This is an optimization exercise on Yosys and OpenROAD, whose aim is small area and few clock cycles per item, not a production implementation. Function was checked by simulation only, so behaviour that the tests miss may differ from the original.

[flow/flow/run.sh]
#!/bin/bash
# The standard layout, except that the port buffers are plain
# sky130_fd_sc_hd__buf_1 cells (buffer_ports -buffer_cell) instead of the
# delay cells buffer_ports picks by default. Every port still gets a buffer.
set -euo pipefail
bash standard.sh "BUFFER_PORTS_ARGS=-buffer_cell sky130_fd_sc_hd__buf_1" finish > standard_flow.log 2>&1
[flow/standard.sh]
#!/bin/bash
# synth_recipe.tcl (not shown) runs the flow's synth.tcl, then flattens the netlist and writes it again
# the make line also repeats each setting of config.mk as NAME=value (left out here)
make -C /OpenROAD-flow-scripts/flow DESIGN_CONFIG=/design/flow/config.mk WORK_HOME=/design/flow/orfs CLKGATE_MAP_FILE= SYNTH_SCRIPT=/design/flow/synth_recipe.tcl "${@:-finish}"
[flow/config.mk]
export PLATFORM = sky130hd
export DESIGN_NAME = event_countdown_calc_core
export DESIGN_NICKNAME = event_countdown_calc_core
export VERILOG_FILES = /design/flow/design.v
export SDC_FILE = /design/flow/constraint.sdc
export NUM_CORES = 4
export LEC_CHECK = 0
export ABC_AREA = 1
export CAP_MARGIN = 20
export CORE_MARGIN = 2
export CORE_UTILIZATION = 40
export SLEW_MARGIN = 20
export SYNTH_HIERARCHICAL = 1
export SYNTH_MINIMUM_KEEP_SIZE = 0
[flow/constraint.sdc]
create_clock -name core_clock -period 12.0 [get_ports {clk}]
set_input_delay 2.4000 -clock core_clock [delete_from_list [all_inputs] [get_ports {clk}]]
set_output_delay 2.4000 -clock core_clock [all_outputs]
set_load 0.01 [all_outputs]
[flow/design.v]
`default_nettype none
package ecc_pkg;
  localparam int unsigned YEAR_W  = 12;
  localparam int unsigned MONTH_W = 4;
  localparam int unsigned DAY_W   = 5;
  localparam int unsigned HOUR_W  = 5;
  localparam int unsigned MIN_W   = 6;
  localparam int unsigned SEC_W   = 6;
  localparam int unsigned DAYS_W  = 20;
  localparam int unsigned CIDX_W  = 3;
  localparam int unsigned CDAT_W  = 12;
  typedef logic [YEAR_W-1:0]  year_t;
  typedef logic [MONTH_W-1:0] month_t;
  typedef logic [DAY_W-1:0]   day_t;
  typedef logic [HOUR_W-1:0]  hour_t;
  typedef logic [MIN_W-1:0]   min_t;
  typedef logic [SEC_W-1:0]   sec_t;
  typedef logic [DAYS_W-1:0]  days_t;
  localparam year_t  RST_YEAR   = 12'd2022;
  localparam month_t RST_MONTH  = 4'd5;
  localparam day_t   RST_DAY    = 5'd17;
  localparam hour_t  RST_HOUR   = 5'd10;
  localparam min_t   RST_MINUTE = 6'd56;
  localparam logic [10:0] RST_PE = 11'd1404;
  localparam logic [4:0]  RST_VE = 5'd15;
  localparam logic [143:0] CUM_DAYS_TBL =
    144'ha753a9d4e98445e6d45aa5cf05a1d87c0000;
  function automatic logic [8:0] cum_days(input logic [3:0] x);
    cum_days = CUM_DAYS_TBL[x * 9 +: 9];
  endfunction
  localparam logic [319:0] CENT_V_TBL =
    320'h3deef37bd6718bdab5a4e528c1ef7358c5a92941cc62906310400;
  function automatic logic [4:0] cent_v(input logic [5:0] x);
    cent_v = CENT_V_TBL[x * 5 +: 5];
  endfunction
  localparam logic [511:0] SEC_SPLIT_TBL =
    512'hb9babb404142434445464748494a4b4c4d4e4f505152535455565758595a5b5c5d5e5f606162636465666768696a6b6c6d6e6f707172737475767778797a7b00;
  function automatic logic [7:0] sec_split(input logic [5:0] x);
    sec_split = SEC_SPLIT_TBL[x * 8 +: 8];
  endfunction
endpackage
`default_nettype wire
`default_nettype none
module ecc_fa (
  input  logic a,
  input  logic b,
  input  logic c,
  output logic s,
  output logic co
);
  assign s  = a ^ b ^ c;
  assign co = (a & b) | (a & c) | (b & c);
endmodule
module ecc_ha (
  input  logic a,
  input  logic b,
  output logic s,
  output logic co
);
  assign s  = a ^ b;
  assign co = a & b;
endmodule
`default_nettype wire
`default_nettype none
module event_countdown_calc_core (
  input  logic                   clk,
  input  logic                   rst_n,
  input  logic                   start,
  output logic                   busy,
  input  ecc_pkg::year_t         in_now_year,
  input  ecc_pkg::month_t        in_now_month,
  input  ecc_pkg::day_t          in_now_day,
  input  ecc_pkg::hour_t         in_now_hour,
  input  ecc_pkg::min_t          in_now_minute,
  input  ecc_pkg::sec_t          in_now_second,
  output logic                   out_valid,
  output ecc_pkg::days_t         out_days_left,
  output ecc_pkg::hour_t         out_hours_left,
  output ecc_pkg::min_t          out_minutes_left,
  output ecc_pkg::sec_t          out_seconds_left,
  output logic                   out_event_passed,
  input  logic                   cfg_valid,
  output logic                   cfg_ready,
  input  logic [ecc_pkg::CIDX_W-1:0] cfg_index,
  input  logic [ecc_pkg::CDAT_W-1:0] cfg_data
);
  ecc_pkg::year_t  ev_year_n;
  ecc_pkg::month_t ev_month_n;
  ecc_pkg::day_t   ev_day_n;
  ecc_pkg::hour_t  ev_hour_n;
  ecc_pkg::min_t   ev_minute_n;
  logic [15:0]     dy;
  logic [11:0]     k;
  logic [4:0]      nv;
  ecc_pkg::month_t ev_month;
  logic            wr_r;
  logic [10:0]     pe_r;
  logic [4:0]      ve_r;
  ecc_pkg::hour_t  t_hours;
  ecc_pkg::min_t   t_minutes;
  ecc_pkg::sec_t   t_seconds;
  logic [1:0]      t_carry2;
  logic            v_r;
  logic [15:0]     dy_r;
  logic [11:0]     k_r;
  logic [4:0]      nv_r;
  logic [1:0]      carry2_r;
  ecc_pkg::hour_t  hours_r;
  ecc_pkg::min_t   minutes_r;
  ecc_pkg::sec_t   seconds_r;
  logic ne;
  logic [8:0] cn;
  logic [5:0] nq;
  logic [7:0] s_split;
  logic [7:0] tm;
  logic [6:0] th;
  logic [1:0] bs, bm1;
  logic s1_;
  logic c2_;
  logic s3_;
  logic c4_;
  logic s5_;
  logic c6_;
  logic s7_;
  logic c8_;
  logic s9_;
  logic c10_;
  logic s11_;
  logic c12_;
  logic s13_;
  logic c14_;
  logic s15_;
  logic c16_;
  logic s17_;
  logic c18_;
  logic s19_;
  logic c20_;
  logic s21_;
  logic c22_;
  logic s23_;
  logic c24_;
  logic s25_;
  logic c26_;
  logic s27_;
  logic c28_;
  logic s29_;
  logic c30_;
  logic s31_;
  logic c32_;
  logic s33_;
  logic c34_;
  logic s35_;
  logic c36_;
  logic s37_;
  logic c38_;
  logic s39_;
  logic c40_;
  logic s41_;
  logic c42_;
  logic s43_;
  logic c44_;
  logic s45_;
  logic c46_;
  logic s47_;
  logic c48_;
  logic [11:0] ys;
  logic [3:0] ms;
  logic [4:0] ds;
  logic [10:0] pe_g;
  logic s49_;
  logic c50_;
  logic s51_;
  logic c52_;
  logic s53_;
  logic c54_;
  logic s55_;
  logic c56_;
  logic s57_;
  logic c58_;
  logic s59_;
  logic c60_;
  logic s61_;
  logic c62_;
  logic n63_;
  logic s64_;
  logic c65_;
  logic n66_;
  logic s67_;
  logic c68_;
  logic n69_;
  logic s70_;
  logic c71_;
  logic n72_;
  logic s73_;
  logic c74_;
  logic s75_;
  logic c76_;
  logic s77_;
  logic c78_;
  logic s79_;
  logic c80_;
  logic k81_;
  logic k82_;
  logic k83_;
  logic k84_;
  logic k85_;
  logic k86_;
  logic k87_;
  logic k88_;
  logic k89_;
  logic k90_;
  logic s91_;
  logic c92_;
  logic s93_;
  logic c94_;
  logic s95_;
  logic c96_;
  logic s97_;
  logic c98_;
  logic s99_;
  logic c100_;
  logic s101_;
  logic c102_;
  logic s103_;
  logic c104_;
  logic s105_;
  logic c106_;
  logic s107_;
  logic c108_;
  logic s109_;
  logic c110_;
  logic s111_;
  logic c112_;
  logic s113_;
  logic c114_;
  logic s115_;
  logic c116_;
  logic s117_;
  logic c118_;
  logic s119_;
  logic c120_;
  logic s121_;
  logic c122_;
  logic s123_;
  logic c124_;
  logic [12:0] dy1;
  logic s125_;
  logic c126_;
  logic s127_;
  logic c128_;
  logic s129_;
  logic c130_;
  logic s131_;
  logic c132_;
  logic s133_;
  logic c134_;
  logic s135_;
  logic c136_;
  logic s137_;
  logic c138_;
  logic s139_;
  logic c140_;
  logic s141_;
  logic c142_;
  logic s143_;
  logic c144_;
  logic s145_;
  logic c146_;
  logic s147_;
  logic c148_;
  logic s149_;
  logic c150_;
  logic s151_;
  logic c152_;
  logic s153_;
  logic c154_;
  logic s155_;
  logic c156_;
  logic s157_;
  logic c158_;
  logic s159_;
  logic c160_;
  logic s161_;
  logic c162_;
  logic s163_;
  logic c164_;
  logic s165_;
  logic c166_;
  logic s167_;
  logic c168_;
  logic s169_;
  logic c170_;
  logic s171_;
  logic c172_;
  logic s173_;
  logic c174_;
  logic s175_;
  logic c176_;
  logic s177_;
  logic c178_;
  logic s179_;
  logic c180_;
  logic s181_;
  logic c182_;
  logic s183_;
  logic c184_;
  logic s185_;
  logic c186_;
  logic s187_;
  logic c188_;
  logic s189_;
  logic c190_;
  logic s191_;
  logic c192_;
  logic s193_;
  logic c194_;
  logic s195_;
  logic c196_;
  logic s197_;
  logic c198_;
  logic s199_;
  logic c200_;
  logic s201_;
  logic c202_;
  logic s203_;
  logic c204_;
  logic s205_;
  logic c206_;
  logic s207_;
  logic c208_;
  logic s209_;
  logic c210_;
  logic s211_;
  logic c212_;
  logic s213_;
  logic c214_;
  logic s215_;
  logic c216_;
  logic s217_;
  logic c218_;
  logic s219_;
  logic c220_;
  logic [21:0] x;
  logic tz, pas, sat;
  logic s221_;
  logic c222_;
  logic s223_;
  logic c224_;
  logic s225_;
  logic c226_;
  logic s227_;
  logic c228_;
  logic s229_;
  logic c230_;
  logic s231_;
  logic c232_;
  logic s233_;
  logic c234_;
  logic s235_;
  logic c236_;
  logic s237_;
  logic c238_;
  logic s239_;
  logic c240_;
  logic s241_;
  logic c242_;
  logic s243_;
  logic c244_;
  logic s245_;
  logic c246_;
  logic s247_;
  logic c248_;
  logic s249_;
  logic c250_;
  logic s251_;
  logic c252_;
  logic s253_;
  logic c254_;
  logic s255_;
  logic c256_;
  logic s257_;
  logic c258_;
  logic s259_;
  logic c260_;
  logic s261_;
  logic c262_;
  logic s263_;
  logic c264_;
  logic s265_;
  logic c266_;
  logic s267_;
  logic c268_;
  logic s269_;
  logic c270_;
  logic s271_;
  logic c272_;
  logic s273_;
  logic c274_;
  logic s275_;
  logic c276_;
  logic s277_;
  logic c278_;
  logic s279_;
  logic c280_;
  logic s281_;
  logic c282_;
  logic s283_;
  logic c284_;
  logic s285_;
  logic c286_;
  logic s287_;
  logic c288_;
  logic s289_;
  logic c290_;
  logic s291_;
  logic c292_;
  logic s293_;
  logic c294_;
  logic s295_;
  logic c296_;
  logic s297_;
  logic c298_;
  logic s299_;
  logic c300_;
  logic s301_;
  logic c302_;
  logic s303_;
  logic c304_;
  logic s305_;
  logic c306_;
  logic s307_;
  logic c308_;
  logic s309_;
  logic c310_;
  logic s311_;
  logic c312_;
  logic s313_;
  logic c314_;
  logic s315_;
  logic c316_;
  logic s317_;
  logic c318_;
  logic s319_;
  logic c320_;
  logic s321_;
  logic c322_;
  logic n323_;
  logic s324_;
  logic c325_;
  logic n326_;
  logic s327_;
  logic c328_;
  logic s329_;
  logic c330_;
  logic s331_;
  logic c332_;
  logic s333_;
  logic c334_;
  logic s335_;
  logic c336_;
  logic s337_;
  logic c338_;
  logic s339_;
  logic c340_;
  logic o341_;
  logic k342_;
  logic o343_;
  logic k344_;
  logic o345_;
  logic k346_;
  logic o347_;
  logic bc348_;
  logic s349_;
  logic c350_;
  logic s351_;
  logic c352_;
  logic s353_;
  logic c354_;
  logic s355_;
  logic c356_;
  logic o357_;
  logic k358_;
  logic o359_;
  logic k360_;
  logic o361_;
  logic k362_;
  logic o363_;
  logic bc364_;
  logic s365_;
  logic c366_;
  logic s367_;
  logic c368_;
  logic s369_;
  logic c370_;
  logic s371_;
  logic c372_;
  logic o373_;
  logic k374_;
  logic o375_;
  logic k376_;
  logic o377_;
  logic k378_;
  logic o379_;
  logic bc380_;
  logic s381_;
  logic c382_;
  logic s383_;
  logic c384_;
  logic s385_;
  logic c386_;
  logic p387_;
  logic g388_;
  logic o389_;
  logic k390_;
  logic o391_;
  logic k392_;
  logic o393_;
  logic k394_;
  logic o395_;
  logic bc396_;
  assign busy      = wr_r;
  assign cfg_ready = 1'b1;
  always_ff @(posedge clk) begin
    if (!rst_n) begin
      ev_year_n   <= ~ecc_pkg::RST_YEAR;
      ev_month_n  <= ~ecc_pkg::RST_MONTH;
      ev_day_n    <= ~ecc_pkg::RST_DAY;
      ev_hour_n   <= ~ecc_pkg::RST_HOUR;
      ev_minute_n <= ~ecc_pkg::RST_MINUTE;
    end else if (cfg_valid) begin
      case (cfg_index)
        3'd0: ev_year_n   <= ~cfg_data;
        3'd1: ev_month_n  <= ~cfg_data[ecc_pkg::MONTH_W-1:0];
        3'd2: ev_day_n    <= ~cfg_data[ecc_pkg::DAY_W-1:0];
        3'd3: ev_hour_n   <= ~cfg_data[ecc_pkg::HOUR_W-1:0];
        3'd4: ev_minute_n <= ~cfg_data[ecc_pkg::MIN_W-1:0];
        default: ;
      endcase
    end
  end
  assign s_split = ecc_pkg::sec_split(in_now_second);
  assign bs = s_split[7:6];
  assign t_seconds = s_split[5:0];
  ecc_ha u_s1_ (.a(in_now_minute[0]), .b(ev_minute_n[0]), .s(s1_), .co(c2_));
  ecc_fa u_s3_ (.a(in_now_minute[1]), .b(ev_minute_n[1]), .c(bs[1]), .s(s3_), .co(c4_));
  ecc_ha u_s5_ (.a(in_now_minute[2]), .b(ev_minute_n[2]), .s(s5_), .co(c6_));
  ecc_ha u_s7_ (.a(in_now_minute[3]), .b(ev_minute_n[3]), .s(s7_), .co(c8_));
  ecc_ha u_s9_ (.a(in_now_minute[4]), .b(ev_minute_n[4]), .s(s9_), .co(c10_));
  ecc_ha u_s11_ (.a(in_now_minute[5]), .b(ev_minute_n[5]), .s(s11_), .co(c12_));
  ecc_ha u_s13_ (.a(s1_), .b(bs[0]), .s(s13_), .co(c14_));
  ecc_fa u_s15_ (.a(c2_), .b(s3_), .c(c14_), .s(s15_), .co(c16_));
  ecc_fa u_s17_ (.a(c4_), .b(s5_), .c(c16_), .s(s17_), .co(c18_));
  ecc_fa u_s19_ (.a(c6_), .b(s7_), .c(c18_), .s(s19_), .co(c20_));
  ecc_fa u_s21_ (.a(c8_), .b(s9_), .c(c20_), .s(s21_), .co(c22_));
  ecc_fa u_s23_ (.a(c10_), .b(s11_), .c(c22_), .s(s23_), .co(c24_));
  ecc_ha u_s25_ (.a(c12_), .b(c24_), .s(s25_), .co(c26_));
  assign tm[0] = s13_;
  assign tm[1] = s15_;
  assign tm[2] = s17_;
  assign tm[3] = s19_;
  assign tm[4] = s21_;
  assign tm[5] = s23_;
  assign tm[6] = s25_;
  assign tm[7] = c26_;
  assign bm1 = (tm[7:2] == 6'd0) ? 2'd0 : (tm[7:6] == 2'd0) ? 2'd1 :
               (tm[7] || (tm[6] && (tm[5:2] == 4'hF))) ? 2'd3 : 2'd2;
  assign t_minutes = {4'(~tm[5:2] + {bm1[1], bm1[1], bm1[1], !bm1[0]}), ~tm[1:0]};
  ecc_ha u_s27_ (.a(in_now_hour[0]), .b(ev_hour_n[0]), .s(s27_), .co(c28_));
  ecc_fa u_s29_ (.a(in_now_hour[1]), .b(ev_hour_n[1]), .c(bm1[1]), .s(s29_), .co(c30_));
  ecc_ha u_s31_ (.a(in_now_hour[2]), .b(ev_hour_n[2]), .s(s31_), .co(c32_));
  ecc_ha u_s33_ (.a(in_now_hour[3]), .b(ev_hour_n[3]), .s(s33_), .co(c34_));
  ecc_ha u_s35_ (.a(in_now_hour[4]), .b(ev_hour_n[4]), .s(s35_), .co(c36_));
  ecc_ha u_s37_ (.a(s27_), .b(bm1[0]), .s(s37_), .co(c38_));
  ecc_fa u_s39_ (.a(c28_), .b(s29_), .c(c38_), .s(s39_), .co(c40_));
  ecc_fa u_s41_ (.a(c30_), .b(s31_), .c(c40_), .s(s41_), .co(c42_));
  ecc_fa u_s43_ (.a(c32_), .b(s33_), .c(c42_), .s(s43_), .co(c44_));
  ecc_fa u_s45_ (.a(c34_), .b(s35_), .c(c44_), .s(s45_), .co(c46_));
  ecc_ha u_s47_ (.a(c36_), .b(c46_), .s(s47_), .co(c48_));
  assign th[0] = s37_;
  assign th[1] = s39_;
  assign th[2] = s41_;
  assign th[3] = s43_;
  assign th[4] = s45_;
  assign th[5] = s47_;
  assign th[6] = c48_;
  assign t_carry2 = (th <= 7'd8) ? 2'd0 : (th <= 7'd32) ? 2'd1 : (th <= 7'd56) ? 2'd2 : 2'd3;
  assign t_hours = 5'(~th[4:0] + {t_carry2[1], !t_carry2[0], 3'b001});
  assign ys = wr_r ? ~ev_year_n : in_now_year;
  assign ms = wr_r ? ~ev_month_n : in_now_month;
  assign ds = wr_r ? ~ev_day_n : in_now_day;
  assign pe_g = wr_r ? 11'd0 : pe_r;
  assign ne = (ys[1:0] != 2'd0) || (ms > 4'd2);
  assign cn = ecc_pkg::cum_days(ms);
  ecc_ha u_s49_ (.a(ys[3]), .b(ys[5]), .s(s49_), .co(c50_));
  ecc_fa u_s51_ (.a(ys[4]), .b(ys[6]), .c(ys[9]), .s(s51_), .co(c52_));
  ecc_fa u_s53_ (.a(ys[5]), .b(ys[7]), .c(ys[10]), .s(s53_), .co(c54_));
  ecc_fa u_s55_ (.a(ys[6]), .b(ys[8]), .c(ys[11]), .s(s55_), .co(c56_));
  ecc_ha u_s57_ (.a(ys[7]), .b(ys[9]), .s(s57_), .co(c58_));
  ecc_ha u_s59_ (.a(ys[3]), .b(ys[6]), .s(s59_), .co(c60_));
  ecc_fa u_s61_ (.a(ys[2]), .b(ys[4]), .c(ys[7]), .s(s61_), .co(c62_));
  assign n63_ = ~ne;
  ecc_fa u_s64_ (.a(s49_), .b(ys[8]), .c(n63_), .s(s64_), .co(c65_));
  assign n66_ = ~ne;
  ecc_fa u_s67_ (.a(c50_), .b(s51_), .c(n66_), .s(s67_), .co(c68_));
  assign n69_ = ~ne;
  ecc_fa u_s70_ (.a(c52_), .b(s53_), .c(n69_), .s(s70_), .co(c71_));
  assign n72_ = ~ne;
  ecc_fa u_s73_ (.a(c54_), .b(s55_), .c(n72_), .s(s73_), .co(c74_));
  ecc_fa u_s75_ (.a(c56_), .b(s57_), .c(ne), .s(s75_), .co(c76_));
  ecc_fa u_s77_ (.a(c58_), .b(ys[8]), .c(ys[10]), .s(s77_), .co(c78_));
  ecc_ha u_s79_ (.a(ys[9]), .b(ys[11]), .s(s79_), .co(c80_));
  assign k81_ = (ys[2] & ~ne) | (ys[2] & 1'b0) | (~ne & 1'b0);
  assign k82_ = (ys[3] & ~ne) | (ys[3] & k81_) | (~ne & k81_);
  assign k83_ = (ys[4] & ~ne) | (ys[4] & k82_) | (~ne & k82_);
  assign k84_ = (ys[2] & ys[5]) | (ys[2] & k83_) | (ys[5] & k83_);
  assign k85_ = (s59_ & ~ne) | (s59_ & k84_) | (~ne & k84_);
  assign k86_ = (c60_ & s61_) | (c60_ & k85_) | (s61_ & k85_);
  assign k87_ = (c62_ & s64_) | (c62_ & k86_) | (s64_ & k86_);
  assign k88_ = (c65_ & s67_) | (c65_ & k87_) | (s67_ & k87_);
  assign k89_ = (c68_ & s70_) | (c68_ & k88_) | (s70_ & k88_);
  assign k90_ = (c71_ & s73_) | (c71_ & k89_) | (s73_ & k89_);
  ecc_fa u_s91_ (.a(c74_), .b(s75_), .c(k90_), .s(s91_), .co(c92_));
  ecc_fa u_s93_ (.a(c76_), .b(s77_), .c(c92_), .s(s93_), .co(c94_));
  ecc_fa u_s95_ (.a(c78_), .b(s79_), .c(c94_), .s(s95_), .co(c96_));
  ecc_fa u_s97_ (.a(c80_), .b(ys[10]), .c(c96_), .s(s97_), .co(c98_));
  ecc_ha u_s99_ (.a(ys[11]), .b(c98_), .s(s99_), .co(c100_));
  assign nq[0] = s91_;
  assign nq[1] = s93_;
  assign nq[2] = s95_;
  assign nq[3] = s97_;
  assign nq[4] = s99_;
  assign nq[5] = c100_;
  assign nv = ~ecc_pkg::cent_v(nq);
  ecc_ha u_s101_ (.a(in_now_year[0]), .b(ev_year_n[0]), .s(s101_), .co(c102_));
  ecc_fa u_s103_ (.a(in_now_year[1]), .b(ev_year_n[1]), .c(c102_), .s(s103_), .co(c104_));
  ecc_fa u_s105_ (.a(in_now_year[2]), .b(ev_year_n[2]), .c(c104_), .s(s105_), .co(c106_));
  ecc_fa u_s107_ (.a(in_now_year[3]), .b(ev_year_n[3]), .c(c106_), .s(s107_), .co(c108_));
  ecc_fa u_s109_ (.a(in_now_year[4]), .b(ev_year_n[4]), .c(c108_), .s(s109_), .co(c110_));
  ecc_fa u_s111_ (.a(in_now_year[5]), .b(ev_year_n[5]), .c(c110_), .s(s111_), .co(c112_));
  ecc_fa u_s113_ (.a(in_now_year[6]), .b(ev_year_n[6]), .c(c112_), .s(s113_), .co(c114_));
  ecc_fa u_s115_ (.a(in_now_year[7]), .b(ev_year_n[7]), .c(c114_), .s(s115_), .co(c116_));
  ecc_fa u_s117_ (.a(in_now_year[8]), .b(ev_year_n[8]), .c(c116_), .s(s117_), .co(c118_));
  ecc_fa u_s119_ (.a(in_now_year[9]), .b(ev_year_n[9]), .c(c118_), .s(s119_), .co(c120_));
  ecc_fa u_s121_ (.a(in_now_year[10]), .b(ev_year_n[10]), .c(c120_), .s(s121_), .co(c122_));
  ecc_fa u_s123_ (.a(in_now_year[11]), .b(ev_year_n[11]), .c(c122_), .s(s123_), .co(c124_));
  assign dy1[0] = s101_;
  assign dy1[1] = s103_;
  assign dy1[2] = s105_;
  assign dy1[3] = s107_;
  assign dy1[4] = s109_;
  assign dy1[5] = s111_;
  assign dy1[6] = s113_;
  assign dy1[7] = s115_;
  assign dy1[8] = s117_;
  assign dy1[9] = s119_;
  assign dy1[10] = s121_;
  assign dy1[11] = s123_;
  assign dy1[12] = c124_;
  ecc_ha u_s125_ (.a(dy1[2]), .b(dy1[0]), .s(s125_), .co(c126_));
  ecc_fa u_s127_ (.a(dy1[3]), .b(dy1[1]), .c(c126_), .s(s127_), .co(c128_));
  ecc_fa u_s129_ (.a(dy1[4]), .b(dy1[2]), .c(c128_), .s(s129_), .co(c130_));
  ecc_fa u_s131_ (.a(dy1[5]), .b(dy1[3]), .c(c130_), .s(s131_), .co(c132_));
  ecc_fa u_s133_ (.a(dy1[6]), .b(dy1[4]), .c(c132_), .s(s133_), .co(c134_));
  ecc_fa u_s135_ (.a(dy1[7]), .b(dy1[5]), .c(c134_), .s(s135_), .co(c136_));
  ecc_fa u_s137_ (.a(dy1[8]), .b(dy1[6]), .c(c136_), .s(s137_), .co(c138_));
  ecc_fa u_s139_ (.a(dy1[9]), .b(dy1[7]), .c(c138_), .s(s139_), .co(c140_));
  ecc_fa u_s141_ (.a(dy1[10]), .b(dy1[8]), .c(c140_), .s(s141_), .co(c142_));
  ecc_fa u_s143_ (.a(dy1[11]), .b(dy1[9]), .c(c142_), .s(s143_), .co(c144_));
  ecc_fa u_s145_ (.a(dy1[12]), .b(dy1[10]), .c(c144_), .s(s145_), .co(c146_));
  ecc_ha u_s147_ (.a(dy1[11]), .b(c146_), .s(s147_), .co(c148_));
  ecc_ha u_s149_ (.a(dy1[12]), .b(c148_), .s(s149_), .co(c150_));
  assign dy[0] = dy1[0];
  assign dy[1] = dy1[1];
  assign dy[2] = s125_;
  assign dy[3] = s127_;
  assign dy[4] = s129_;
  assign dy[5] = s131_;
  assign dy[6] = s133_;
  assign dy[7] = s135_;
  assign dy[8] = s137_;
  assign dy[9] = s139_;
  assign dy[10] = s141_;
  assign dy[11] = s143_;
  assign dy[12] = s145_;
  assign dy[13] = s147_;
  assign dy[14] = s149_;
  assign dy[15] = c150_;
  ecc_ha u_s151_ (.a(ys[2]), .b(cn[0]), .s(s151_), .co(c152_));
  ecc_ha u_s153_ (.a(ys[3]), .b(cn[1]), .s(s153_), .co(c154_));
  ecc_ha u_s155_ (.a(ys[4]), .b(cn[2]), .s(s155_), .co(c156_));
  ecc_ha u_s157_ (.a(ys[5]), .b(cn[3]), .s(s157_), .co(c158_));
  ecc_ha u_s159_ (.a(ys[6]), .b(cn[4]), .s(s159_), .co(c160_));
  ecc_ha u_s161_ (.a(s151_), .b(ds[0]), .s(s161_), .co(c162_));
  ecc_fa u_s163_ (.a(c152_), .b(s153_), .c(ds[1]), .s(s163_), .co(c164_));
  ecc_fa u_s165_ (.a(c154_), .b(s155_), .c(ds[2]), .s(s165_), .co(c166_));
  ecc_fa u_s167_ (.a(c156_), .b(s157_), .c(ds[3]), .s(s167_), .co(c168_));
  ecc_fa u_s169_ (.a(c158_), .b(s159_), .c(ds[4]), .s(s169_), .co(c170_));
  ecc_fa u_s171_ (.a(c160_), .b(ys[7]), .c(cn[5]), .s(s171_), .co(c172_));
  ecc_ha u_s173_ (.a(ys[8]), .b(cn[6]), .s(s173_), .co(c174_));
  ecc_ha u_s175_ (.a(ys[9]), .b(cn[7]), .s(s175_), .co(c176_));
  ecc_ha u_s177_ (.a(ys[10]), .b(cn[8]), .s(s177_), .co(c178_));
  ecc_ha u_s179_ (.a(s161_), .b(pe_g[0]), .s(s179_), .co(c180_));
  ecc_fa u_s181_ (.a(c162_), .b(s163_), .c(pe_g[1]), .s(s181_), .co(c182_));
  ecc_fa u_s183_ (.a(c164_), .b(s165_), .c(pe_g[2]), .s(s183_), .co(c184_));
  ecc_fa u_s185_ (.a(c166_), .b(s167_), .c(pe_g[3]), .s(s185_), .co(c186_));
  ecc_fa u_s187_ (.a(c168_), .b(s169_), .c(pe_g[4]), .s(s187_), .co(c188_));
  ecc_fa u_s189_ (.a(c170_), .b(s171_), .c(pe_g[5]), .s(s189_), .co(c190_));
  ecc_fa u_s191_ (.a(c172_), .b(s173_), .c(pe_g[6]), .s(s191_), .co(c192_));
  ecc_fa u_s193_ (.a(c174_), .b(s175_), .c(pe_g[7]), .s(s193_), .co(c194_));
  ecc_fa u_s195_ (.a(c176_), .b(s177_), .c(pe_g[8]), .s(s195_), .co(c196_));
  ecc_fa u_s197_ (.a(c178_), .b(ys[11]), .c(pe_g[9]), .s(s197_), .co(c198_));
  ecc_ha u_s199_ (.a(s179_), .b(ne), .s(s199_), .co(c200_));
  ecc_fa u_s201_ (.a(c180_), .b(s181_), .c(c200_), .s(s201_), .co(c202_));
  ecc_fa u_s203_ (.a(c182_), .b(s183_), .c(c202_), .s(s203_), .co(c204_));
  ecc_fa u_s205_ (.a(c184_), .b(s185_), .c(c204_), .s(s205_), .co(c206_));
  ecc_fa u_s207_ (.a(c186_), .b(s187_), .c(c206_), .s(s207_), .co(c208_));
  ecc_fa u_s209_ (.a(c188_), .b(s189_), .c(c208_), .s(s209_), .co(c210_));
  ecc_fa u_s211_ (.a(c190_), .b(s191_), .c(c210_), .s(s211_), .co(c212_));
  ecc_fa u_s213_ (.a(c192_), .b(s193_), .c(c212_), .s(s213_), .co(c214_));
  ecc_fa u_s215_ (.a(c194_), .b(s195_), .c(c214_), .s(s215_), .co(c216_));
  ecc_fa u_s217_ (.a(c196_), .b(s197_), .c(c216_), .s(s217_), .co(c218_));
  ecc_fa u_s219_ (.a(c198_), .b(pe_g[10]), .c(c218_), .s(s219_), .co(c220_));
  assign k[0] = s199_;
  assign k[1] = s201_;
  assign k[2] = s203_;
  assign k[3] = s205_;
  assign k[4] = s207_;
  assign k[5] = s209_;
  assign k[6] = s211_;
  assign k[7] = s213_;
  assign k[8] = s215_;
  assign k[9] = s217_;
  assign k[10] = s219_;
  assign k[11] = c220_;
  ecc_fa u_s221_ (.a(dy_r[0]), .b(k_r[0]), .c(nv_r[0]), .s(s221_), .co(c222_));
  ecc_fa u_s223_ (.a(dy_r[1]), .b(k_r[1]), .c(nv_r[1]), .s(s223_), .co(c224_));
  ecc_fa u_s225_ (.a(dy_r[2]), .b(k_r[2]), .c(nv_r[2]), .s(s225_), .co(c226_));
  ecc_fa u_s227_ (.a(dy_r[0]), .b(dy_r[3]), .c(k_r[3]), .s(s227_), .co(c228_));
  ecc_ha u_s229_ (.a(nv_r[3]), .b(ve_r[3]), .s(s229_), .co(c230_));
  ecc_fa u_s231_ (.a(dy_r[1]), .b(dy_r[4]), .c(k_r[4]), .s(s231_), .co(c232_));
  ecc_ha u_s233_ (.a(nv_r[4]), .b(ve_r[4]), .s(s233_), .co(c234_));
  ecc_ha u_s235_ (.a(dy_r[2]), .b(dy_r[5]), .s(s235_), .co(c236_));
  ecc_fa u_s237_ (.a(dy_r[0]), .b(dy_r[3]), .c(dy_r[6]), .s(s237_), .co(c238_));
  ecc_ha u_s239_ (.a(dy_r[1]), .b(dy_r[4]), .s(s239_), .co(c240_));
  ecc_fa u_s241_ (.a(dy_r[2]), .b(dy_r[5]), .c(dy_r[8]), .s(s241_), .co(c242_));
  ecc_ha u_s243_ (.a(dy_r[3]), .b(dy_r[6]), .s(s243_), .co(c244_));
  ecc_ha u_s245_ (.a(dy_r[4]), .b(dy_r[7]), .s(s245_), .co(c246_));
  ecc_fa u_s247_ (.a(dy_r[5]), .b(dy_r[8]), .c(dy_r[11]), .s(s247_), .co(c248_));
  ecc_ha u_s249_ (.a(s221_), .b(ve_r[0]), .s(s249_), .co(c250_));
  ecc_fa u_s251_ (.a(c222_), .b(s223_), .c(ve_r[1]), .s(s251_), .co(c252_));
  ecc_fa u_s253_ (.a(c224_), .b(s225_), .c(ve_r[2]), .s(s253_), .co(c254_));
  ecc_fa u_s255_ (.a(c226_), .b(s227_), .c(s229_), .s(s255_), .co(c256_));
  ecc_fa u_s257_ (.a(c228_), .b(c230_), .c(s231_), .s(s257_), .co(c258_));
  ecc_fa u_s259_ (.a(c232_), .b(c234_), .c(s235_), .s(s259_), .co(c260_));
  ecc_fa u_s261_ (.a(c236_), .b(s237_), .c(k_r[6]), .s(s261_), .co(c262_));
  ecc_fa u_s263_ (.a(c238_), .b(s239_), .c(dy_r[7]), .s(s263_), .co(c264_));
  ecc_fa u_s265_ (.a(c240_), .b(s241_), .c(k_r[8]), .s(s265_), .co(c266_));
  ecc_fa u_s267_ (.a(c242_), .b(s243_), .c(dy_r[9]), .s(s267_), .co(c268_));
  ecc_fa u_s269_ (.a(c244_), .b(s245_), .c(dy_r[10]), .s(s269_), .co(c270_));
  ecc_fa u_s271_ (.a(c246_), .b(s247_), .c(k_r[11]), .s(s271_), .co(c272_));
  ecc_fa u_s273_ (.a(c248_), .b(dy_r[6]), .c(dy_r[9]), .s(s273_), .co(c274_));
  ecc_fa u_s275_ (.a(dy_r[7]), .b(dy_r[10]), .c(dy_r[13]), .s(s275_), .co(c276_));
  ecc_ha u_s277_ (.a(dy_r[8]), .b(dy_r[11]), .s(s277_), .co(c278_));
  ecc_ha u_s279_ (.a(dy_r[9]), .b(dy_r[12]), .s(s279_), .co(c280_));
  ecc_ha u_s281_ (.a(dy_r[10]), .b(dy_r[13]), .s(s281_), .co(c282_));
  ecc_ha u_s283_ (.a(s249_), .b(carry2_r[0]), .s(s283_), .co(c284_));
  ecc_fa u_s285_ (.a(c250_), .b(s251_), .c(carry2_r[1]), .s(s285_), .co(c286_));
  assign s287_ = c252_ ^ s253_;
  assign c288_ = c252_ | s253_;
  assign s289_ = c254_ ^ s255_;
  assign c290_ = c254_ | s255_;
  ecc_fa u_s291_ (.a(c256_), .b(s257_), .c(s233_), .s(s291_), .co(c292_));
  ecc_fa u_s293_ (.a(c258_), .b(s259_), .c(k_r[5]), .s(s293_), .co(c294_));
  assign s295_ = c260_ ^ s261_;
  assign c296_ = c260_ | s261_;
  ecc_fa u_s297_ (.a(c262_), .b(s263_), .c(k_r[7]), .s(s297_), .co(c298_));
  assign s299_ = c264_ ^ s265_;
  assign c300_ = c264_ | s265_;
  ecc_fa u_s301_ (.a(c266_), .b(s267_), .c(k_r[9]), .s(s301_), .co(c302_));
  ecc_fa u_s303_ (.a(c268_), .b(s269_), .c(k_r[10]), .s(s303_), .co(c304_));
  assign s305_ = c270_ ^ s271_;
  assign c306_ = c270_ | s271_;
  ecc_fa u_s307_ (.a(c272_), .b(s273_), .c(dy_r[12]), .s(s307_), .co(c308_));
  assign s309_ = c274_ ^ s275_;
  assign c310_ = c274_ | s275_;
  ecc_fa u_s311_ (.a(c276_), .b(s277_), .c(dy_r[14]), .s(s311_), .co(c312_));
  ecc_fa u_s313_ (.a(c278_), .b(s279_), .c(dy_r[15]), .s(s313_), .co(c314_));
  assign s315_ = c280_ ^ s281_;
  assign c316_ = c280_ | s281_;
  ecc_fa u_s317_ (.a(c282_), .b(dy_r[11]), .c(dy_r[14]), .s(s317_), .co(c318_));
  ecc_ha u_s319_ (.a(dy_r[12]), .b(dy_r[15]), .s(s319_), .co(c320_));
  ecc_fa u_s321_ (.a(c284_), .b(s285_), .c(s283_), .s(s321_), .co(c322_));
  assign n323_ = ~s287_;
  ecc_fa u_s324_ (.a(c286_), .b(n323_), .c(c322_), .s(s324_), .co(c325_));
  assign n326_ = ~s289_;
  ecc_fa u_s327_ (.a(c288_), .b(n326_), .c(c325_), .s(s327_), .co(c328_));
  ecc_fa u_s329_ (.a(c290_), .b(s291_), .c(c328_), .s(s329_), .co(c330_));
  ecc_fa u_s331_ (.a(c292_), .b(s293_), .c(c330_), .s(s331_), .co(c332_));
  assign s333_ = c294_ ^ s295_;
  assign c334_ = c294_ & ~s295_;
  ecc_ha u_s335_ (.a(c296_), .b(s297_), .s(s335_), .co(c336_));
  assign s337_ = c298_ ^ s299_;
  assign c338_ = c298_ & ~s299_;
  ecc_ha u_s339_ (.a(c300_), .b(s301_), .s(s339_), .co(c340_));
  assign o341_ = ~s333_ ^ c332_;
  assign k342_ = c334_ | (~s333_ & c332_);
  assign o343_ = s335_ ^ k342_;
  assign k344_ = c336_ | (s335_ & k342_);
  assign o345_ = ~s337_ ^ k344_;
  assign k346_ = c338_ | (~s337_ & k344_);
  assign o347_ = s339_ ^ k346_;
  assign bc348_ = (c340_ | (s339_ & (c338_ | (~s337_ & (c336_ | (s335_ & (c334_ | (~s333_ & 1'b0)))))))) | (((((1'b1 & ~s333_) & s335_) & ~s337_) & s339_) & c332_);
  ecc_ha u_s349_ (.a(c302_), .b(s303_), .s(s349_), .co(c350_));
  assign s351_ = c304_ ^ s305_;
  assign c352_ = c304_ & ~s305_;
  ecc_ha u_s353_ (.a(c306_), .b(s307_), .s(s353_), .co(c354_));
  assign s355_ = c308_ ^ s309_;
  assign c356_ = c308_ & ~s309_;
  assign o357_ = s349_ ^ bc348_;
  assign k358_ = c350_ | (s349_ & bc348_);
  assign o359_ = ~s351_ ^ k358_;
  assign k360_ = c352_ | (~s351_ & k358_);
  assign o361_ = s353_ ^ k360_;
  assign k362_ = c354_ | (s353_ & k360_);
  assign o363_ = ~s355_ ^ k362_;
  assign bc364_ = (c356_ | (~s355_ & (c354_ | (s353_ & (c352_ | (~s351_ & (c350_ | (s349_ & 1'b0)))))))) | (((((1'b1 & s349_) & ~s351_) & s353_) & ~s355_) & bc348_);
  ecc_ha u_s365_ (.a(c310_), .b(s311_), .s(s365_), .co(c366_));
  ecc_ha u_s367_ (.a(c312_), .b(s313_), .s(s367_), .co(c368_));
  assign s369_ = c314_ ^ s315_;
  assign c370_ = c314_ & ~s315_;
  ecc_ha u_s371_ (.a(c316_), .b(s317_), .s(s371_), .co(c372_));
  assign o373_ = s365_ ^ bc364_;
  assign k374_ = c366_ | (s365_ & bc364_);
  assign o375_ = s367_ ^ k374_;
  assign k376_ = c368_ | (s367_ & k374_);
  assign o377_ = ~s369_ ^ k376_;
  assign k378_ = c370_ | (~s369_ & k376_);
  assign o379_ = s371_ ^ k378_;
  assign bc380_ = (c372_ | (s371_ & (c370_ | (~s369_ & (c368_ | (s367_ & (c366_ | (s365_ & 1'b0)))))))) | (((((1'b1 & s365_) & s367_) & ~s369_) & s371_) & bc364_);
  ecc_ha u_s381_ (.a(c318_), .b(s319_), .s(s381_), .co(c382_));
  assign s383_ = c320_ ^ dy_r[13];
  assign c384_ = c320_ & ~dy_r[13];
  ecc_ha u_s385_ (.a(dy_r[13]), .b(dy_r[14]), .s(s385_), .co(c386_));
  assign p387_ = dy_r[15] ^ 1'b1;
  assign g388_ = dy_r[15] & 1'b1;
  assign o389_ = s381_ ^ bc380_;
  assign k390_ = c382_ | (s381_ & bc380_);
  assign o391_ = ~s383_ ^ k390_;
  assign k392_ = c384_ | (~s383_ & k390_);
  assign o393_ = s385_ ^ k392_;
  assign k394_ = c386_ | (s385_ & k392_);
  assign o395_ = p387_ ^ k394_;
  assign bc396_ = (g388_ | (p387_ & (c386_ | (s385_ & (c384_ | (~s383_ & (c382_ | (s381_ & 1'b0)))))))) | (((((1'b1 & s381_) & ~s383_) & s385_) & p387_) & bc380_);
  assign x[0] = ~s283_;
  assign x[1] = s321_;
  assign x[2] = s324_;
  assign x[3] = s327_;
  assign x[4] = s329_;
  assign x[5] = s331_;
  assign x[6] = o341_;
  assign x[7] = o343_;
  assign x[8] = o345_;
  assign x[9] = o347_;
  assign x[10] = o357_;
  assign x[11] = o359_;
  assign x[12] = o361_;
  assign x[13] = o363_;
  assign x[14] = o373_;
  assign x[15] = o375_;
  assign x[16] = o377_;
  assign x[17] = o379_;
  assign x[18] = o389_;
  assign x[19] = o391_;
  assign x[20] = o393_;
  assign x[21] = o395_;
  assign tz  = (hours_r == 5'd0) && (minutes_r == 6'd0) && (seconds_r == 6'd0);
  assign pas = !x[21] || (tz && (x == 22'h3FFFFF));
  assign sat = x[21] && !x[20];
  assign out_days_left    = pas ? 20'd0 : sat ? 20'hFFFFF : ~x[19:0];
  assign out_hours_left   = pas ? 5'd0  : sat ? 5'd23     : hours_r;
  assign out_minutes_left = pas ? 6'd0  : sat ? 6'd59     : minutes_r;
  assign out_seconds_left = pas ? 6'd0  : sat ? 6'd59     : seconds_r;
  assign out_event_passed = pas;
  always_ff @(posedge clk) begin
    if (!rst_n) begin
      v_r  <= 1'b0;
      wr_r <= 1'b0;
    end else begin
      v_r  <= start && !wr_r;
      wr_r <= cfg_valid;
    end
  end
  always_ff @(posedge clk) begin
    if (!rst_n) begin
      pe_r <= ecc_pkg::RST_PE;
      ve_r <= ecc_pkg::RST_VE;
    end else if (wr_r) begin
      pe_r <= ~k[10:0];
      ve_r <= ~nv;
    end
  end
  always_ff @(posedge clk) begin
    dy_r      <= dy;
    k_r       <= k;
    nv_r      <= nv;
    carry2_r  <= t_carry2;
    hours_r   <= t_hours;
    minutes_r <= t_minutes;
    seconds_r <= t_seconds;
  end
  assign out_valid = v_r;
endmodule
`default_nettype wire
==> impl_metrics.json, run 1 <==
{
  "holdCritPathClass": "register to register",
  "synth-seq-cells": 102,
  "routed_via_density": 4.75,
  "yosysUniqueCellTypes": 39,
  "ioPinCount": 98,
  "htreeDepth": 3,
  "hold_buffers": 0,
  "start_util_pct": 41.0,
  "grt_max_degree": 39,
  "grt_antenna_before_repair": 0,
  "synthArstFlopShare_pct": 0,
  "die_h_um": 143,
  "dieArea_sq_um": 20500,
  "yosysSeqAreaShare_pct": 26.3,
  "cts.clk_slew.worst_paths_ns": 0.07,
  "area_growth_syn_to_layout_pct": 11.4,
  "maxSlewViolCount": 0,
  "end_kind": "output port",
  "ant_nets": 0,
  "synth_area_per_cell_sq_um": 9.48,
  "required_ns": 9.60,
  "grt_pass1_vias": 5494,
  "final.min_clock_period_ns": 10.01,
  "setup_viol": 0,
  "synth-edff-count": 0,
  "netlist_instances": 818,
  "ys.flop_type": "dfxtp_1",
  "grt_pass1_wl_um": 27600,
  "rows": 50,
  "cts.sinks": 102,
  "yosys_warnings": 7,
  "crit_arrival_ns": 7.61,
  "drt_wl_total_um": 16700,
  "clk_path_buf_depth": 2,
  "outcome": "timing/DRC/antenna clean",
  "clk_root_buffer_cell": "clkbuf_16",
  "crit_slowest_cell": "fa_1",
  "n_antenna_cell": 0,
  "dp_hpwl_um": 14300,
  "firstDrtPassIters": 7,
  "vias": 5563,
  "timing.final.crit_share_pct": 83.4,
  "dp.cells": 1155,
  "cp_max_fo": 38,
  "fin_nets": 1161,
  "hold_violations": 0,
  "max_freq_mhz": 99.9,
  "wl_per_cell_um": 14.3,
  "cts_setup_buffers": 0,
  "dieWidth_um": 143,
  "cts_made_buffers": 9,
  "gp_congestion": 0.824,
  "rsz0062_at_grt": "false",
  "tightest_slew_ns": 0.964,
  "synth.net_count": 1073,
  "coreArea_sq_um": 18900,
  "stdcell_area_sq_um": 8640,
  "path_class": "register to output port",
  "crit_top_cell": "fa_1",
  "cts_tree": "done",
  "cp-start-kind": "register",
  "drc": 0,
  "fin_skew_ns": 0.00967,
  "fin_tns_setup_ns": 0,
  "ctsResizeCount": 0,
  "first_iter_violations": 169,
  "slowest_delay_ns": 0.57,
  "grtUsageTotal_pct": 17.4,
  "relSlewSlack_pct": 35.5,
  "clk_latency_ns": 0.35,
  "drive_gt1_share_pct": 3.19,
  "cap_violations": 0,
  "dpl_cell_area_sq_um": 8360,
  "grt-ovfl-total": 0,
  "fillCellCount": 1882,
  "stdcell_count": 1170,
  "portBuffers": 96,
  "netlist_area_sq_um": 7750
}
synthesized netlist by cell type, types with 2 or more instances:
| cell type | n | area share (%) |
|---|---|---|
| inv_1 | 137 | 6.6 |
| fa_1 | 112 | 29 |
| dfxtp_1 | 102 | 26 |
| ha_1 | 86 | 14 |
| a21oi_1 | 82 | 5.3 |
| nand2_1 | 82 | 4.0 |
| o21ai_0 | 63 | 4.1 |
| nor2_1 | 46 | 2.2 |
| clkbuf_1 | 14 | 0.68 |
| nand3_1 | 13 | 0.84 |
| o211ai_1 | 9 | 0.87 |
| nand4_1 | 6 | 0.48 |
| buf_2 | 5 | 0.32 |
| nor3_1 | 5 | 0.32 |
| xnor2_1 | 5 | 0.56 |
| xor2_1 | 5 | 0.56 |
| a31oi_1 | 4 | 0.32 |
| nor4_1 | 4 | 0.32 |
| o21a_1 | 4 | 0.39 |
| o21ai_1 | 4 | 0.26 |
| buf_4 | 3 | 0.29 |
| nand2_2 | 3 | 0.24 |
| o21bai_1 | 3 | 0.29 |
| o22ai_1 | 3 | 0.24 |
| a21oi_2 | 2 | 0.23 |
| o21ai_2 | 2 | 0.23 |
| or2_2 | 2 | 0.16 |
sequential cells by signal (all words and copies together) (netlist names):
| signal | cells |
|---|---|
| ev_minute_n | 6 |
| ev_hour_n | 5 |
| k_r | 12 |
| ev_month_n | 4 |
| minutes_r | 6 |
| seconds_r | 6 |
| ve_r | 5 |
| hours_r | 5 |
| ev_year_n | 12 |
| pe_r | 11 |
| ev_day_n | 5 |
| wr_r | 1 |
| nv_r | 5 |
| carry2_r | 2 |
| dy_r | 16 |
| v_r | 1 |
worst paths after layout:
| path | start | endpoint | slack (ns) | depth (start not counted) |
|---|---|---|---|---|
| worst max-delay path | dy_r[1]$_DFF_P_ | out_seconds_left[4] | 1.99 | 27 |
| worst min-delay path | ev_day_n[3]$_SDFFE_PN1P_ | ev_day_n[3]$_SDFFE_PN1P_ | 0.47 | 2 |
| worst max register to register | wr_r$_SDFF_PN0_ | pe_r[10]$_SDFFE_PN1P_ | 4.27 | 22 |
| worst min register to register | ev_day_n[3]$_SDFFE_PN1P_ | ev_day_n[3]$_SDFFE_PN1P_ | 0.47 | 2 |
critical path: cells and delay by family (launching register included):
kind,cells,cell delay [ns]
adder cells (fa/ha/maj),11,4.38
AND/OR/NAND/NOR,13,1.85
buffers and inverters,2,0.48
flip-flops,1,0.36
AO/OA/AOI/OAI,1,0.12
stage by stage:
stage	utilization, %	hold slack, ns	worst slack [ns]
after global routing	45.7	0.507	1.56
after global placement	44.3	0.449	1.93
final	45.7	0.466	1.99
after CTS	45.7	0.472	1.55
after detailed placement	44.3	0.456	1.81
after floorplan	-	0.437	2.41
metal layers:
metal / vias up / share of wire, % / wire length (um) / global-route usage [%]
met1: 2624 / 52 / 8720 / 25.3
li1: 2831 / - / - / -
met3: 10 / 2.8 / 467 / 2.41
met5: - / 0 / 0 / 0
met2: 98 / 44 / 7300 / 27.4
met4: 0 / 1.2 / 193 / 4.49
layout make-up:
type                    instances  area, sq um  share of cell area, %
inverters                     139          522                   6.04
well taps                     260          325                   3.77
clock buffers                  11          243                   2.81
flip-flops and latches        102         2040                   23.6
repair buffers                 99          383                   4.43
multi-input cells             555         5090                   59.0
clock inverters                 4         31.3                  0.362
modules after synthesis, one instance, submodules excluded:
module | times used | flip-flops and latches | cells | area (sq um)
ecc_fa | 106 | 0 | 1 | 20.0
ecc_ha | 54 | 0 | 1 | 12.5
event_countdown_calc_core | 1 | 102 | 658 | 4960
logic make-up after synthesis:
| kind of cell | after synthesis | synth area share, % |
|---|---|---|
| adders and majority gates | 198 | 42.8 |
| AOI/OAI and AO/OA | 182 | 12.8 |
| and+or+nand+nor | 164 | 8.87 |
| buffers and inverters | 161 | 8.02 |
| DFF | 102 | 26.3 |
| xor gates and xnor gates | 10 | 1.13 |
| other | 1 | 0.0484 |
placed cells by master (no fill, tap or decap), types with 5 or more instances in the layout:
cell type,Yosys,final
nand3_1,13,13
nand2_1,82,81
o211ai_1,9,9
fa_1,112,112
a21oi_1,82,82
clkbuf_16,0,9
xnor2_1,5,5
ha_1,86,86
nor3_1,5,5
xor2_1,5,5
dfxtp_1,102,102
inv_1,137,137
nor2_1,46,46
o21ai_0,63,63
buf_1,0,96
nand4_1,6,6
Testbench counts, summed over its fixed seeds: cycles 16,200, items 16,000.
==> run 2: changes to the inputs <==
==> flow/run.sh (new file) <==
#!/bin/bash
# synth_recipe.tcl (not shown) runs the flow's synth.tcl, then flattens the netlist and writes it again
# the make line also repeats each setting of config.mk as NAME=value (left out here)
make -C /OpenROAD-flow-scripts/flow DESIGN_CONFIG=/design/flow/config.mk WORK_HOME=/design/flow/orfs CLKGATE_MAP_FILE= SYNTH_SCRIPT=/design/flow/synth_recipe.tcl finish
removed: flow/flow/run.sh
removed: flow/standard.sh
==> run 2 against run 1 <==
Compared with the run above:
- still clean on timing, DRC and antenna
- first-iteration DRC count grew 19%
- synthesized area is the same
- final cell count is essentially flat
- design area grew 7.4%
- clock skew grew 0.0016 ns
- clock-buffer cell count is the same
- hold slack gained 0.0025 ns
- die area is the same
- wire length grew 4.0%
- worst setup slack lost 0.29 ns
- critical path type unchanged
==> impl_metrics.json, run 2 <==
{
  "grtUsageTotal_pct": 18.0,
  "synth_area_per_cell_sq_um": 9.48,
  "fillCellCount": 1840,
  "rr_worst_depth": 19,
  "netlist_area_sq_um": 7750,
  "drc": 0,
  "clk_latency_ns": 0.35,
  "dieArea_sq_um": 20500,
  "coreArea_sq_um": 18900,
  "n_antenna_cell": 0,
  "portBuffers": 96,
  "largestRegisters": "dy_r x16, ev_year_n x12, k_r x12",
  "area_growth_syn_to_layout_pct": 19.7,
  "start_util_pct": 41.0,
  "dp.cells": 1154,
  "dp_hpwl_um": 14600,
  "routed_via_density": 4.79,
  "worstHoldPathCells": 2,
  "yosys.area_share.simple_pct": 8.87,
  "multi_input_area_sq_um": 5090,
  "ys_top_cells_by_area": "fa_1 29%, dfxtp_1 26%, ha_1 14%",
  "relSlewSlack_pct": 34.9,
  "cts.sinks": 102,
  "grt_pass1_wl_um": 28400,
  "tightest_slew_ns": 0.966,
  "end_kind": "output port",
  "dieWidth_um": 143,
  "cts_setup_buffers": 0,
  "grt-ovfl-total": 0,
  "muxShareOfSynthArea_pct": 0,
  "synth_top_family_by_area": "adder cells",
  "drt_wl_total_um": 17300,
  "ant_nets": 0,
  "rsz0062_at_grt": "false",
  "timing.final.crit_share_pct": 85.8,
  "cp_max_fo": 38,
  "cap_violations": 0,
  "setup_viol": 0,
  "path_class": "register to output port",
  "clk_root_buffer_cell": "clkbuf_16",
  "netlist_instances": 818,
  "synth_commonest_cells": "137 x inv_1, 112 x fa_1, 102 x dfxtp_1",
  "wl_per_cell_um": 14.8,
  "final_common_cell": "inv_1",
  "largest_register_ffs": 16,
  "hold_violations": 0,
  "cts_made_buffers": 9,
  "cp-start-kind": "register",
  "synth_compound_area_share_pct": 12.8,
  "synthArstFlopShare_pct": 0,
  "yosysSeqAreaShare_pct": 26.3,
  "holdCritPathClass": "register to register",
  "crit_slowest_cell": "clkdlybuf4s50_1",
  "synth-seq-cells": 102,
  "fin_tns_setup_ns": 0,
  "synth.top_cell.area_share_pct": 28.9,
  "ioPinCount": 98,
  "synth_fa_ha_area_share_pct": 42.8,
  "gp_congestion": 0.841,
  "fin_nets": 1161,
  "timing.rr.end": "pe_r[10]$_SDFFE_PN1P_",
  "dpl_cell_area_sq_um": 8960,
  "max_freq_mhz": 97.1,
  "yosys_warnings": 7,
  "first_iter_violations": 201,
  "hold_buffers": 0,
  "yosysMostFrequentCell": "inv_1",
  "seq_area_sq_um": 2040,
  "grt_max_degree": 61,
  "synth_area_leader_cell": "fa_1",
  "cts_tree": "done",
  "stdcell_area_sq_um": 9280,
  "firstDrtPassIters": 4,
  "required_ns": 9.60,
  "reg2reg_from": "wr_r$_SDFF_PN0_",
  "die_h_um": 143,
  "layout_common_cells": "137 x inv_1, 112 x fa_1, 102 x dfxtp_1, 96 x clkdlybuf4s50_1, 86 x ha_1",
  "hold_end": "ev_day_n[3]$_SDFFE_PN1P_",
  "drive_gt1_share_pct": 3.18,
  "htreeDepth": 3,
  "final_util_pct": 49.1,
  "slowest_delay_ns": 0.66,
  "maxSlewViolCount": 0,
  "cts.clk_slew.worst_paths_ns": 0.07,
  "ctsResizeCount": 0,
  "yosysUniqueCellTypes": 39,
  "reg2reg_slack_ns": 3.93,
  "final.min_clock_period_ns": 10.29,
  "fin_skew_ns": 0.0112,
  "crit_top_cell": "fa_1",
  "outcome": "timing/DRC/antenna clean",
  "largest-register": "dy_r",
  "grt_antenna_before_repair": 0,
  "vias": 5606,
  "clk_path_buf_depth": 2,
  "grt_pass1_vias": 5515,
  "crit_arrival_ns": 7.89,
  "rows": 50,
  "synth-edff-count": 0,
  "hp-start": "ev_day_n[3]$_SDFFE_PN1P_",
  "synth_xor_area_share_pct": 1.13,
  "ys.flop_type": "dfxtp_1",
  "stdcell_count": 1171,
  "synth.net_count": 1073
}
==> run 2: critical path: cells and delay by family (launching register included) <==
family	cells	cell delay [ns]
buffers and inverters	2	0.99
adder cells (fa/ha/maj)	11	4.33
AND/OR/NAND/NOR	13	1.85
flip-flops	1	0.36
==> run 2: worst max-delay path by stage <==
| stage | startpoint | to | slack [ns] | cells after the start |
|---|---|---|---|---|
| 6_report | dy_r[1]$_DFF_P_ | out_event_passed | 1.71 | 26 |
| 5_1_grt | in_now_second[0] | hours_r[4]$_DFF_P_ | 1.16 | 32 |
| 4_1_cts | dy_r[1]$_DFF_P_ | out_event_passed | 1.23 | 26 |
| 3_5_place_dp | in_now_second[0] | hours_r[4]$_DFF_P_ | 1.33 | 32 |
| 3_3_place_gp | in_now_second[0] | hours_r[4]$_DFF_P_ | 1.50 | 32 |
| 2_1_floorplan | in_now_second[0] | hours_r[4]$_DFF_P_ | 2.41 | 31 |
==> run 2: modules after synthesis (local to each module, per instance) <==
module | cell area (sq um) | cells | flops+latches | times used
ecc_fa | 20.0 | 1 | 0 | 106
ecc_ha | 12.5 | 1 | 0 | 54
event_countdown_calc_core | 4960 | 658 | 102 | 1
==> run 2: routing by layer <==
layer / GRT usage, % / wire length (um)
met1: 25.9 / 8550
met2: 28.1 / 7710
met3: 2.98 / 783
met4: 5.16 / 303
met5: 0 / 0
==> run 2: area by class of cell <==
type,instances,area share (%)
Sequential cell,102,22.0
Multi-Input combinational cell,555,54.9
Clock buffer,11,2.51
Clock inverter,5,0.890
Inverter,139,5.62
Timing Repair Buffer,99,10.6
Tap cell,260,3.50
==> run 2: logic make-up after synthesis <==
kind of cell / Yosys count
adders and majority gates: 198
AOI/OAI and AO/OA: 182
and+or+nand+nor: 164
buffers and inverters: 161
DFF: 102
xor gates and xnor gates: 10
other: 1
==> run 2: per-stage QoR <==
step | hold slack [ns] | worst slack (ns)
after global placement | 0.448 | 1.50
after detailed placement | 0.456 | 1.33
after CTS | 0.472 | 1.23
after global routing | 0.491 | 1.16
final | 0.468 | 1.71
after floorplan | 0.437 | 2.41

-- re-timing with driven ports --
How much do the figures lean on ideal ports? The routed layouts below were timed once more, with nothing changed but the port constraints.
Step 1, drivers: a clkbuf_16 drives clk and a buf_2 each remaining input, both assumed.
Step 2, shift: input delay + t, output delay - t, t = (earliest + latest rising clock arrival at the registers) / 2. This alone moves slack from input paths to output paths.
a / b / c = ideal / step 1 / step 2; a / b = the first two.
| run | shift t [ns] | slack for setup (ns) | worst hold slack (ns) | worst setup path after step 2 |
|---|---|---|---|---|
| run 1 | 0.392 | 1.992 / 1.950 / 1.805 | 0.466 / 0.466 / 0.466 | input to register |
| run 2 | 0.386 | 1.707 / 1.665 / 1.355 | 0.468 / 0.468 / 0.468 | input to register |
After both steps every run listed still meets setup and hold. For run 2, which loses most, drivers alone change the setup slack by -0.042 ns; drivers and shift together by -0.352 ns.
